This is an optimization exercise on Yosys and OpenROAD, whose aim is a short achievable clock period and few clock cycles, not a production implementation. Function was checked by simulation only, so behaviour that the tests miss may differ from the original. No activity file was given, so power comes from the tool's default toggle rates.

## flow/design.v

```verilog
package dcache_pkg;
	localparam int SETS  = 8;
	localparam int IDX_W = 3;
	localparam int TAG_W = 26;
	localparam logic [31:0] HIT_COUNT_ADDR = 32'h3100;
	typedef logic [31:0] word_t;
	typedef logic way_t;
	typedef struct packed {
		logic [TAG_W-1:0] tag;
		logic [IDX_W-1:0] idx;
		logic             blkoff;
		logic [1:0]       bytoff;
	} dcachef_t;
	typedef enum logic [3:0] {
		IDLE,
		LOOKUP,
		WB0,      
		WB1,      
		FILL0,
		FILL1,
		WALLOC,   
		FLUSH0,
		FLUSH1,
		WCOUNT,
		HALTED
	} dcache_state_t;
endpackage
`timescale 1ns/1ps
module dcache_array (
	input logic CLK,
	input logic nRST,
	input  dcache_pkg::word_t bus_lookup_addr,
	input  logic [dcache_pkg::IDX_W-1:0] bus_flush_idx,
	input  dcache_pkg::way_t bus_flush_way,
	input  logic bus_wen,
	input  dcache_pkg::way_t bus_wway,
	input  logic bus_wsel,
	input  dcache_pkg::word_t bus_wdata,
	input  logic bus_set_tag,
	input  logic bus_set_valid,
	input  logic bus_clr_valid_all,
	input  logic bus_set_dirty,
	input  logic bus_clr_dirty,
	input  logic bus_touch,
	output logic bus_hit,
	output dcache_pkg::way_t bus_hit_way,
	output dcache_pkg::word_t bus_hit_word,
	output dcache_pkg::way_t bus_vict_way,
	output logic bus_vict_dirty,
	output logic [dcache_pkg::TAG_W-1:0] bus_vict_tag,
	output dcache_pkg::word_t bus_vict_word0,
	output dcache_pkg::word_t bus_vict_word1,
	output logic bus_fl_valid,
	output logic bus_fl_dirty,
	output logic [dcache_pkg::TAG_W-1:0] bus_fl_tag,
	output dcache_pkg::word_t bus_fl_word0,
	output dcache_pkg::word_t bus_fl_word1
);
	logic [dcache_pkg::TAG_W-1:0] tags  [2*dcache_pkg::SETS];      
	dcache_pkg::word_t            words [4*dcache_pkg::SETS];      
	logic [1:0][dcache_pkg::SETS-1:0] valid;
	logic [1:0][dcache_pkg::SETS-1:0] dirty;
	logic [dcache_pkg::SETS-1:0]      lru;    
	dcache_pkg::dcachef_t a;
	logic     hit0, hit1;
	dcache_pkg::way_t     hway;
	dcache_pkg::way_t     vway;
	assign a = dcache_pkg::dcachef_t'(bus_lookup_addr);
	assign hit0 = valid[0][a.idx] && (tags[{1'b0, a.idx}] == a.tag);
	assign hit1 = valid[1][a.idx] && (tags[{1'b1, a.idx}] == a.tag);
	assign hway = hit1 && !hit0;
	assign bus_hit      = hit0 || hit1;
	assign bus_hit_way  = hway;
	assign bus_hit_word = words[{hway, a.idx, a.blkoff}];
	always_comb begin
		if (!valid[0][a.idx])
			vway = 1'b0;
		else if (!valid[1][a.idx])
			vway = 1'b1;
		else
			vway = lru[a.idx];
	end
	assign bus_vict_way   = vway;
	assign bus_vict_dirty = valid[vway][a.idx] && dirty[vway][a.idx];
	assign bus_vict_tag   = tags[{vway, a.idx}];
	assign bus_vict_word0 = words[{vway, a.idx, 1'b0}];
	assign bus_vict_word1 = words[{vway, a.idx, 1'b1}];
	assign bus_fl_valid = valid[bus_flush_way][bus_flush_idx];
	assign bus_fl_dirty = dirty[bus_flush_way][bus_flush_idx];
	assign bus_fl_tag   = tags[{bus_flush_way, bus_flush_idx}];
	assign bus_fl_word0 = words[{bus_flush_way, bus_flush_idx, 1'b0}];
	assign bus_fl_word1 = words[{bus_flush_way, bus_flush_idx, 1'b1}];
	always_ff @(posedge CLK, negedge nRST) begin
		if (!nRST) begin
			valid <= '0;
			dirty <= '0;
			lru   <= '0;
		end else begin
			if (bus_clr_valid_all)
				valid <= '0;
			else if (bus_set_valid)
				valid[bus_wway][a.idx] <= 1'b1;
			if (bus_set_dirty)
				dirty[bus_wway][a.idx] <= 1'b1;
			else if (bus_clr_dirty)
				dirty[bus_wway][a.idx] <= 1'b0;
			if (bus_touch)
				lru[a.idx] <= !bus_wway;
		end
	end
	always_ff @(posedge CLK) begin
		if (bus_wen)
			words[{bus_wway, a.idx, bus_wsel}] <= bus_wdata;
		if (bus_set_tag)
			tags[{bus_wway, a.idx}] <= a.tag;
	end
endmodule
`timescale 1ns/1ps
module dcache_ctrl (
	input  logic              CLK,
	input  logic              nRST,
	input  logic              halt,
	input  logic              dmemREN,
	input  logic              dmemWEN,
	input  dcache_pkg::word_t dmemaddr,
	input  dcache_pkg::word_t dmemstore,
	output dcache_pkg::word_t dmemload,
	output logic              dhit,
	output logic              flushed,
	output logic              dREN,
	output logic              dWEN,
	output dcache_pkg::word_t daddr,
	output dcache_pkg::word_t dstore,
	input  dcache_pkg::word_t dload,
	input  logic              dwait,
	output dcache_pkg::word_t bus_lookup_addr,
	output logic [dcache_pkg::IDX_W-1:0] bus_flush_idx,
	output dcache_pkg::way_t bus_flush_way,
	output logic bus_wen,
	output dcache_pkg::way_t bus_wway,
	output logic bus_wsel,
	output dcache_pkg::word_t bus_wdata,
	output logic bus_set_tag,
	output logic bus_set_valid,
	output logic bus_clr_valid_all,
	output logic bus_set_dirty,
	output logic bus_clr_dirty,
	output logic bus_touch,
	input  logic bus_hit,
	input  dcache_pkg::way_t bus_hit_way,
	input  dcache_pkg::word_t bus_hit_word,
	input  dcache_pkg::way_t bus_vict_way,
	input  logic bus_vict_dirty,
	input  logic [dcache_pkg::TAG_W-1:0] bus_vict_tag,
	input  dcache_pkg::word_t bus_vict_word0,
	input  dcache_pkg::word_t bus_vict_word1,
	input  logic bus_fl_valid,
	input  logic bus_fl_dirty,
	input  logic [dcache_pkg::TAG_W-1:0] bus_fl_tag,
	input  dcache_pkg::word_t bus_fl_word0,
	input  dcache_pkg::word_t bus_fl_word1
);
	dcache_pkg::dcache_state_t state, next_state;
	dcache_pkg::word_t            hitcount;
	logic             missed;      
	logic [dcache_pkg::IDX_W-1:0] fidx;
	dcache_pkg::way_t             fway;
	dcache_pkg::dcachef_t req;
	logic     req_valid;
	logic     fl_write;
	logic     flush_step;
	logic     flush_last;
	assign req       = dcache_pkg::dcachef_t'(dmemaddr);
	assign req_valid = dmemREN || dmemWEN;
	assign bus_lookup_addr = dmemaddr;
	assign bus_flush_idx   = fidx;
	assign bus_flush_way   = fway;
	assign fl_write   = bus_fl_valid && bus_fl_dirty;
	assign flush_last = fway && (fidx == dcache_pkg::IDX_W'(dcache_pkg::SETS - 1));
	assign flush_step = (state == dcache_pkg::FLUSH0 && !fl_write) || (state == dcache_pkg::FLUSH1 && !dwait);
	assign dhit     = (state == dcache_pkg::LOOKUP) && req_valid && bus_hit;
	assign dmemload = bus_hit_word;
	assign flushed  = (state == dcache_pkg::HALTED);
	always_ff @(posedge CLK, negedge nRST) begin
		if (!nRST) begin
			state    <= dcache_pkg::IDLE;
			hitcount <= '0;
			missed   <= 1'b0;
			fidx     <= '0;
			fway     <= 1'b0;
		end else begin
			state <= next_state;
			if (dhit && !missed)
				hitcount <= hitcount + 1;
			if (state == dcache_pkg::IDLE)
				missed <= 1'b0;
			else if (dREN || dWEN)
				missed <= 1'b1;
			if (flush_step) begin
				fidx <= fidx + 1'b1;
				if (fidx == dcache_pkg::IDX_W'(dcache_pkg::SETS - 1))
					fway <= !fway;
			end
		end
	end
	always_comb begin
		next_state = state;
		case (state)
			dcache_pkg::IDLE: begin
				if (halt)
					next_state = dcache_pkg::FLUSH0;
				else if (req_valid)
					next_state = dcache_pkg::LOOKUP;
			end
			dcache_pkg::LOOKUP: begin
				if (bus_hit || !req_valid)
					next_state = dcache_pkg::IDLE;
				else if (bus_vict_dirty)
					next_state = dcache_pkg::WB0;
				else if (dmemWEN)
					next_state = dcache_pkg::WALLOC;
				else
					next_state = dcache_pkg::FILL0;
			end
			dcache_pkg::WB0: if (!dwait) next_state = dcache_pkg::WB1;
			dcache_pkg::WB1: begin
				if (!dwait)
					next_state = dmemWEN ? dcache_pkg::WALLOC : dcache_pkg::FILL0;
			end
			dcache_pkg::WALLOC: next_state = req.blkoff ? dcache_pkg::FILL0 : dcache_pkg::FILL1;    
			dcache_pkg::FILL0: begin
				if (!dwait)
					next_state = dmemWEN ? dcache_pkg::LOOKUP : dcache_pkg::FILL1;
			end
			dcache_pkg::FILL1: if (!dwait) next_state = dcache_pkg::LOOKUP;
			dcache_pkg::FLUSH0: begin
				if (!fl_write)
					next_state = flush_last ? dcache_pkg::WCOUNT : dcache_pkg::FLUSH0;    
				else if (!dwait)
					next_state = dcache_pkg::FLUSH1;
			end
			dcache_pkg::FLUSH1: begin
				if (!dwait)
					next_state = flush_last ? dcache_pkg::WCOUNT : dcache_pkg::FLUSH0;
			end
			dcache_pkg::WCOUNT: if (!dwait) next_state = dcache_pkg::HALTED;
			dcache_pkg::HALTED: next_state = dcache_pkg::HALTED;
			default: next_state = dcache_pkg::IDLE;
		endcase
	end
	always_comb begin
		dREN              = 1'b0;
		dWEN              = 1'b0;
		daddr             = '0;
		dstore            = '0;
		bus_wen           = 1'b0;
		bus_wway          = (state == dcache_pkg::LOOKUP) ? bus_hit_way : bus_vict_way;
		bus_wsel          = req.blkoff;
		bus_wdata         = dmemstore;
		bus_set_tag       = 1'b0;
		bus_set_valid     = 1'b0;
		bus_clr_valid_all = 1'b0;
		bus_set_dirty     = 1'b0;
		bus_clr_dirty     = 1'b0;
		bus_touch         = 1'b0;
		case (state)
			dcache_pkg::LOOKUP: begin
				if (dhit) begin
					bus_touch = 1'b1;
					if (dmemWEN) begin
						bus_wen       = 1'b1;
						bus_set_dirty = 1'b1;
					end
				end
			end
			dcache_pkg::WB0: begin
				dWEN   = 1'b1;
				daddr  = {bus_vict_tag, req.idx, 1'b0, 2'b00};
				dstore = bus_vict_word0;
			end
			dcache_pkg::WB1: begin
				dWEN   = 1'b1;
				daddr  = {bus_vict_tag, req.idx, 1'b1, 2'b00};
				dstore = bus_vict_word1;
			end
			dcache_pkg::WALLOC: begin
				bus_wen       = 1'b1;
				bus_set_dirty = 1'b1;
			end
			dcache_pkg::FILL0: begin
				dREN      = 1'b1;
				daddr     = {req.tag, req.idx, 1'b0, 2'b00};
				bus_wsel  = 1'b0;
				bus_wdata = dload;
				if (!dwait) begin
					bus_wen = 1'b1;
					if (dmemWEN) begin    
						bus_set_tag   = 1'b1;
						bus_set_valid = 1'b1;
					end
				end
			end
			dcache_pkg::FILL1: begin
				dREN      = 1'b1;
				daddr     = {req.tag, req.idx, 1'b1, 2'b00};
				bus_wsel  = 1'b1;
				bus_wdata = dload;
				if (!dwait) begin
					bus_wen       = 1'b1;
					bus_set_tag   = 1'b1;
					bus_set_valid = 1'b1;
					bus_clr_dirty = !dmemWEN;
				end
			end
			dcache_pkg::FLUSH0: begin
				dWEN   = fl_write;
				daddr  = {bus_fl_tag, fidx, 1'b0, 2'b00};
				dstore = bus_fl_word0;
			end
			dcache_pkg::FLUSH1: begin
				dWEN   = 1'b1;
				daddr  = {bus_fl_tag, fidx, 1'b1, 2'b00};
				dstore = bus_fl_word1;
			end
			dcache_pkg::WCOUNT: begin
				dWEN              = 1'b1;
				daddr             = dcache_pkg::HIT_COUNT_ADDR;
				dstore            = hitcount;
				bus_clr_valid_all = !dwait;
			end
			default: ;
		endcase
	end
endmodule
`timescale 1ns/1ps
module dcache (
	input  logic              CLK,
	input  logic              nRST,
	input  logic              halt,
	input  logic              dmemREN,
	input  logic              dmemWEN,
	input  dcache_pkg::word_t dmemaddr,
	input  dcache_pkg::word_t dmemstore,
	output dcache_pkg::word_t dmemload,
	output logic              dhit,
	output logic              flushed,
	output logic              dREN,
	output logic              dWEN,
	output dcache_pkg::word_t daddr,
	output dcache_pkg::word_t dstore,
	input  dcache_pkg::word_t dload,
	input  logic              dwait
);
	dcache_pkg::word_t bus_lookup_addr;
	logic [dcache_pkg::IDX_W-1:0] bus_flush_idx;
	dcache_pkg::way_t bus_flush_way;
	logic bus_wen;
	dcache_pkg::way_t bus_wway;
	logic bus_wsel;
	dcache_pkg::word_t bus_wdata;
	logic bus_set_tag;
	logic bus_set_valid;
	logic bus_clr_valid_all;
	logic bus_set_dirty;
	logic bus_clr_dirty;
	logic bus_touch;
	logic bus_hit;
	dcache_pkg::way_t bus_hit_way;
	dcache_pkg::word_t bus_hit_word;
	dcache_pkg::way_t bus_vict_way;
	logic bus_vict_dirty;
	logic [dcache_pkg::TAG_W-1:0] bus_vict_tag;
	dcache_pkg::word_t bus_vict_word0;
	dcache_pkg::word_t bus_vict_word1;
	logic bus_fl_valid;
	logic bus_fl_dirty;
	logic [dcache_pkg::TAG_W-1:0] bus_fl_tag;
	dcache_pkg::word_t bus_fl_word0;
	dcache_pkg::word_t bus_fl_word1;
	dcache_array i_array (
		.CLK  (CLK),
		.nRST (nRST),
		.bus_lookup_addr   (bus_lookup_addr),
		.bus_flush_idx     (bus_flush_idx),
		.bus_flush_way     (bus_flush_way),
		.bus_wen           (bus_wen),
		.bus_wway          (bus_wway),
		.bus_wsel          (bus_wsel),
		.bus_wdata         (bus_wdata),
		.bus_set_tag       (bus_set_tag),
		.bus_set_valid     (bus_set_valid),
		.bus_clr_valid_all (bus_clr_valid_all),
		.bus_set_dirty     (bus_set_dirty),
		.bus_clr_dirty     (bus_clr_dirty),
		.bus_touch         (bus_touch),
		.bus_hit           (bus_hit),
		.bus_hit_way       (bus_hit_way),
		.bus_hit_word      (bus_hit_word),
		.bus_vict_way      (bus_vict_way),
		.bus_vict_dirty    (bus_vict_dirty),
		.bus_vict_tag      (bus_vict_tag),
		.bus_vict_word0    (bus_vict_word0),
		.bus_vict_word1    (bus_vict_word1),
		.bus_fl_valid      (bus_fl_valid),
		.bus_fl_dirty      (bus_fl_dirty),
		.bus_fl_tag        (bus_fl_tag),
		.bus_fl_word0      (bus_fl_word0),
		.bus_fl_word1      (bus_fl_word1)
	);
	dcache_ctrl i_ctrl (
		.CLK       (CLK),
		.nRST      (nRST),
		.halt      (halt),
		.dmemREN   (dmemREN),
		.dmemWEN   (dmemWEN),
		.dmemaddr  (dmemaddr),
		.dmemstore (dmemstore),
		.dmemload  (dmemload),
		.dhit      (dhit),
		.flushed   (flushed),
		.dREN      (dREN),
		.dWEN      (dWEN),
		.daddr     (daddr),
		.dstore    (dstore),
		.dload     (dload),
		.dwait     (dwait),
		.bus_lookup_addr   (bus_lookup_addr),
		.bus_flush_idx     (bus_flush_idx),
		.bus_flush_way     (bus_flush_way),
		.bus_wen           (bus_wen),
		.bus_wway          (bus_wway),
		.bus_wsel          (bus_wsel),
		.bus_wdata         (bus_wdata),
		.bus_set_tag       (bus_set_tag),
		.bus_set_valid     (bus_set_valid),
		.bus_clr_valid_all (bus_clr_valid_all),
		.bus_set_dirty     (bus_set_dirty),
		.bus_clr_dirty     (bus_clr_dirty),
		.bus_touch         (bus_touch),
		.bus_hit           (bus_hit),
		.bus_hit_way       (bus_hit_way),
		.bus_hit_word      (bus_hit_word),
		.bus_vict_way      (bus_vict_way),
		.bus_vict_dirty    (bus_vict_dirty),
		.bus_vict_tag      (bus_vict_tag),
		.bus_vict_word0    (bus_vict_word0),
		.bus_vict_word1    (bus_vict_word1),
		.bus_fl_valid      (bus_fl_valid),
		.bus_fl_dirty      (bus_fl_dirty),
		.bus_fl_tag        (bus_fl_tag),
		.bus_fl_word0      (bus_fl_word0),
		.bus_fl_word1      (bus_fl_word1)
	);
endmodule
```

## flow/run.sh

```bash
#!/bin/bash
# synth_recipe.tcl (not shown) runs the flow's synth.tcl, then flattens the netlist and writes it again
# the make line also repeats each setting of config.mk as NAME=value (left out here)
make -C /OpenROAD-flow-scripts/flow DESIGN_CONFIG=/design/flow/config.mk WORK_HOME=/design/flow/orfs CLKGATE_MAP_FILE= SYNTH_SCRIPT=/design/flow/synth_recipe.tcl finish
```

## flow/config.mk

```make
export PLATFORM = sky130hd
export DESIGN_NAME = dcache
export DESIGN_NICKNAME = dcache
export VERILOG_FILES = /design/flow/design.v
export SDC_FILE = /design/flow/constraint.sdc
export NUM_CORES = 4
export LEC_CHECK = 0
export CAP_MARGIN = 20
export CORE_MARGIN = 2
export CORE_UTILIZATION = 30
export SLEW_MARGIN = 20
```

## flow/constraint.sdc

```tcl
create_clock -name core_clock -period 11.0 [get_ports {CLK}]
set_input_delay 2.2000 -clock core_clock [delete_from_list [all_inputs] [get_ports {CLK}]]
set_output_delay 2.2000 -clock core_clock [all_outputs]
set_load 0.01 [all_outputs]
```

==> impl_metrics.env <==
export IMPL_vias=51100
export IMPL_gp_congestion=0.854
export IMPL_grt_max_degree=130
export IMPL_overflow=0
export IMPL_design_core_area_mm2=0.270
export IMPL_start_kind="input port"
export IMPL_cts_root_buf="clkbuf_16"
export IMPL_drt_pass1_iter_count=6
export IMPL_setup_violations=0
export IMPL_rsz0062_at_grt="no"
export IMPL_crit_slowest_cell="or4_1"
export IMPL_synthCells=4567
export IMPL_drv_cap=0
export IMPL_synthArstFlopShare_pct=5.33
export IMPL_regToRegSetupSlack_ns=4.22
export IMPL_hold_ws_ns=0.512
export IMPL_fin_crit_sh_pct=89.6
export IMPL_synth_top_family_by_area="multiplexers"
export IMPL_die_x_um=525
export IMPL_wl_per_cell_um=32.6
export IMPL_drc=0
export IMPL_path_clk_slew_ns=0.06
export IMPL_cts_max_path_buffers=3
export IMPL_preCtsSetupSlack_ns=1.06
export IMPL_skew_ns=0.0742
export IMPL_dpl_cell_count=8100
export IMPL_hold_viol_final=0
export IMPL_htreeDepth=4
export IMPL_path_class="in -> out"
export IMPL_mostFrequentLayoutCells="edfxtp_1, mux4_2, nand2_1, clkdlybuf4s50_1, clkbuf_16"
export IMPL_synth_seq_area_share_pct=55.6
export IMPL_initial_core_util_pct=30.1
export IMPL_status="no timing/DRC/antenna violations"
export IMPL_syn2layout_area_growth_pct=15.2
export IMPL_place_hpwl_mm=158
export IMPL_layout_commonest_cell="edfxtp_1"
export IMPL_synth_xor_area_share_pct=0.710
export IMPL_ios=202
export IMPL_cts_hold_buf=0
export IMPL_synth_area_mm2=0.0814
export IMPL_placementRows=191
export IMPL_crit_required_ns=8.80
export IMPL_leakagePower_nw=29.3
export IMPL_antenna_found_initial=14
export IMPL_worstMarginPinSlew_ns=1.17
export IMPL_cts_made_buffers=160
export IMPL_yosys_area_share_simple_pct=3.97
export IMPL_cts_sinks=1521
export IMPL_cp_end_kind="primary output"
export IMPL_chipHeight_um=525
export IMPL_drtAntennaViolNets=0
export IMPL_critPathArrivalTime_ns=7.66
export IMPL_fin_tns_setup_ns=0
export IMPL_fin_nets=4810
export IMPL_peakVddDrop_mv=0.252
export IMPL_grtUsageTotal_pct=19.5
export IMPL_synth_distinct_cells=79
export IMPL_stdcell_area_mm2=0.0938
export IMPL_cts_resized=0
export IMPL_cpMostUsedCell="buf_4"
export IMPL_avgSynthCellArea_um2=17.8
export IMPL_grt_pass1_vias=51000
export IMPL_p_per_area_mw_per_mm2=208
export IMPL_max_freq_ghz=0.101
export IMPL_wirelength_mm=274
export IMPL_fin_cells=8407
export IMPL_insertion_delay_ns=0.83
export IMPL_ys_flop_type="edfxtp_1"
export IMPL_critPathMaxFanout=53
export IMPL_synth_mux_area_share_pct=32.1
export IMPL_max_slew_margin_pct=21.8
export IMPL_die_area_mm2=0.275
export IMPL_hp_class="reg -> reg"
export IMPL_setup_slack_ns=1.14
export IMPL_crit_chain="buf_8, buf_4, or2_2, buf_4, o22ai_1, or3_1, a21oi_1, nand2_1, or4_1, nor2_4, buf_12, buf_4, a211oi_1, nor4_1, clkdlybuf4s50_1"
export IMPL_grt_pass1_wl_mm=387
export IMPL_ys_warn_count=2
export IMPL_slowest_delay_ns=0.84
export IMPL_postCtsSetupRepairBufs=0
export IMPL_synth_edff_count=1440
export IMPL_synth_compound_area_share_pct=4.75
export IMPL_portBuffers=197
export IMPL_synth_seq_cells=1521
export IMPL_drive_above_1_share_pct=33.9
export IMPL_vias_per_cell=6.08
export IMPL_synthAdderAreaFrac_pct=0.154
export IMPL_drv_slew=0
export IMPL_dpl_cell_area_mm2=0.0882
export IMPL_fin_crit_ns=9.86
export IMPL_cts_tree="built"
export IMPL_drt_iter0_drc=7328
==> Yosys cell counts (27+ instances only) <==
cell type	n	area [µm²]
inv_1	124	465
xor2_1	39	342
a221oi_1	30	263
nor4_1	36	225
a211oi_1	48	360
nor3_1	39	195
nor2_1	62	233
o22ai_1	35	219
o21ai_0	93	465
o211ai_1	96	721
dfrtp_1	81	2030
a21boi_0	36	270
mux2_2	43	484
nand3_1	139	696
nand2_1	214	803
mux2i_1	142	1420
mux4_2	1076	24200
xnor2_1	27	236
clkbuf_1	240	901
buf_1	90	338
edfxtp_1	1440	43200
nor2b_1	39	244
a22oi_1	62	465
buf_2	51	255
==> through the flow <==
| step | power [mW] | util (%) |
|---|---|---|
| 3_3_place_gp | 14.0 | 32.6 |
| 5_1_grt | 20.2 | 34.7 |
| 6_report | 19.5 | 34.7 |
| 3_5_place_dp | 14.1 | 32.6 |
| 4_1_cts | 19.6 | 34.6 |
| 2_1_floorplan | 11.6 | - |
==> path summary, 6_finish.rpt <==
check                                   start           endpoint  cells after the start
hold reg to reg                i_array.lru[3]     i_array.lru[3]                      2
max in group asynchronous                nRST     i_ctrl.fidx[1]                      2
hold / removal                 i_array.lru[3]     i_array.lru[3]                      2
min in group asynchronous                nRST  i_array.valid[15]                      1
setup reg to reg           i_array.tags[7][0]          flip-flop                     15
setup / recovery                  dmemaddr[4]        dmemload[2]                     15
==> flip-flops by register name (all words and copies together) (netlist names), named ones only <==
| register | cells |
|---|---|
| i_ctrl.hitcount | 32 |
| i_array.valid | 16 |
| i_array.lru | 8 |
| i_array.tags | 416 |
| i_ctrl.state | 4 |
| i_ctrl.fidx | 3 |
| i_array.words | 1024 |
| i_ctrl.fway | 1 |
| i_ctrl.missed | 1 |
==> critical path, delay by kind of cell <==
kind                   cells  cell delay [ns]
buffers and inverters      6             2.33
AO/OA/AOI/OAI              3             0.56
AND/OR/NAND/NOR            6             2.50
==> where the power goes <==
group	internal, mW	leakage [nW]	switching (mW)
Sequential	7.18	14.0	0.281
Clock	3.10	2.59	2.46
Combinational	2.83	12.7	3.68
==> cells by family (layout without fill, tap and decap cells) <==
group | count (synthesis) | after routing
buf+inv | 530 | 793
mux | 1262 | 1262
xor+xnor | 66 | 66
other cells | 1 | 8
simple gates | 644 | 644
fa+ha+maj | 10 | 10
flops | 1521 | 1521
compound gates | 533 | 533
==> metal layers <==
| layer | GRT usage, % | wire, µm |
|---|---|---|
| met4 | 7.43 | 11400 |
| met1 | 26.9 | 107000 |
| met2 | 29.4 | 123000 |
| met5 | 0 | 62 |
| met3 | 5.01 | 32000 |
==> cell type report <==
| type | count | area, µm² |
|---|---|---|
| Inverter | 126 | 475 |
| Multi-Input combinational cell | 2517 | 34500 |
| Sequential cell | 1521 | 45300 |
| Timing Repair Buffer | 372 | 3680 |
| Clock buffer | 199 | 4310 |
| Clock inverter | 96 | 1030 |
| Tap cell | 3570 | 4470 |
| Fill cell | 25000 | 177000 |
| Antenna cell | 6 | 15.0 |
Testbench counts, summed over its fixed seeds: cycles 90,907.

[what the ideal ports hide]
How much do the figures lean on ideal ports? The routed layout below was timed once more, with nothing changed but the port constraints. Step 1 (the two cells are an assumption about what drives the block):
set clk [get_ports {CLK}]
set_driving_cell -lib_cell sky130_fd_sc_hd__clkbuf_16 $clk
set_driving_cell -lib_cell sky130_fd_sc_hd__buf_2 [delete_from_list [all_inputs] $clk]
Step 2 also shifts input and output timing later by t, the mid clock arrival at the registers, as if the neighbouring blocks saw the same clock. a / b / c = ideal ports / drivers / drivers and shift; a / b = the first two.
t (ns): 0.893
setup slack, ns: 1.141 / 1.089 / 1.089
worst setup path at the end: input to output
slew at the worst register clock pin (ns): 0.07 / 0.07
After both steps this run still meets setup and hold. The setup slack of this run moves by -0.052 ns with the drivers and by -0.052 ns with both steps.
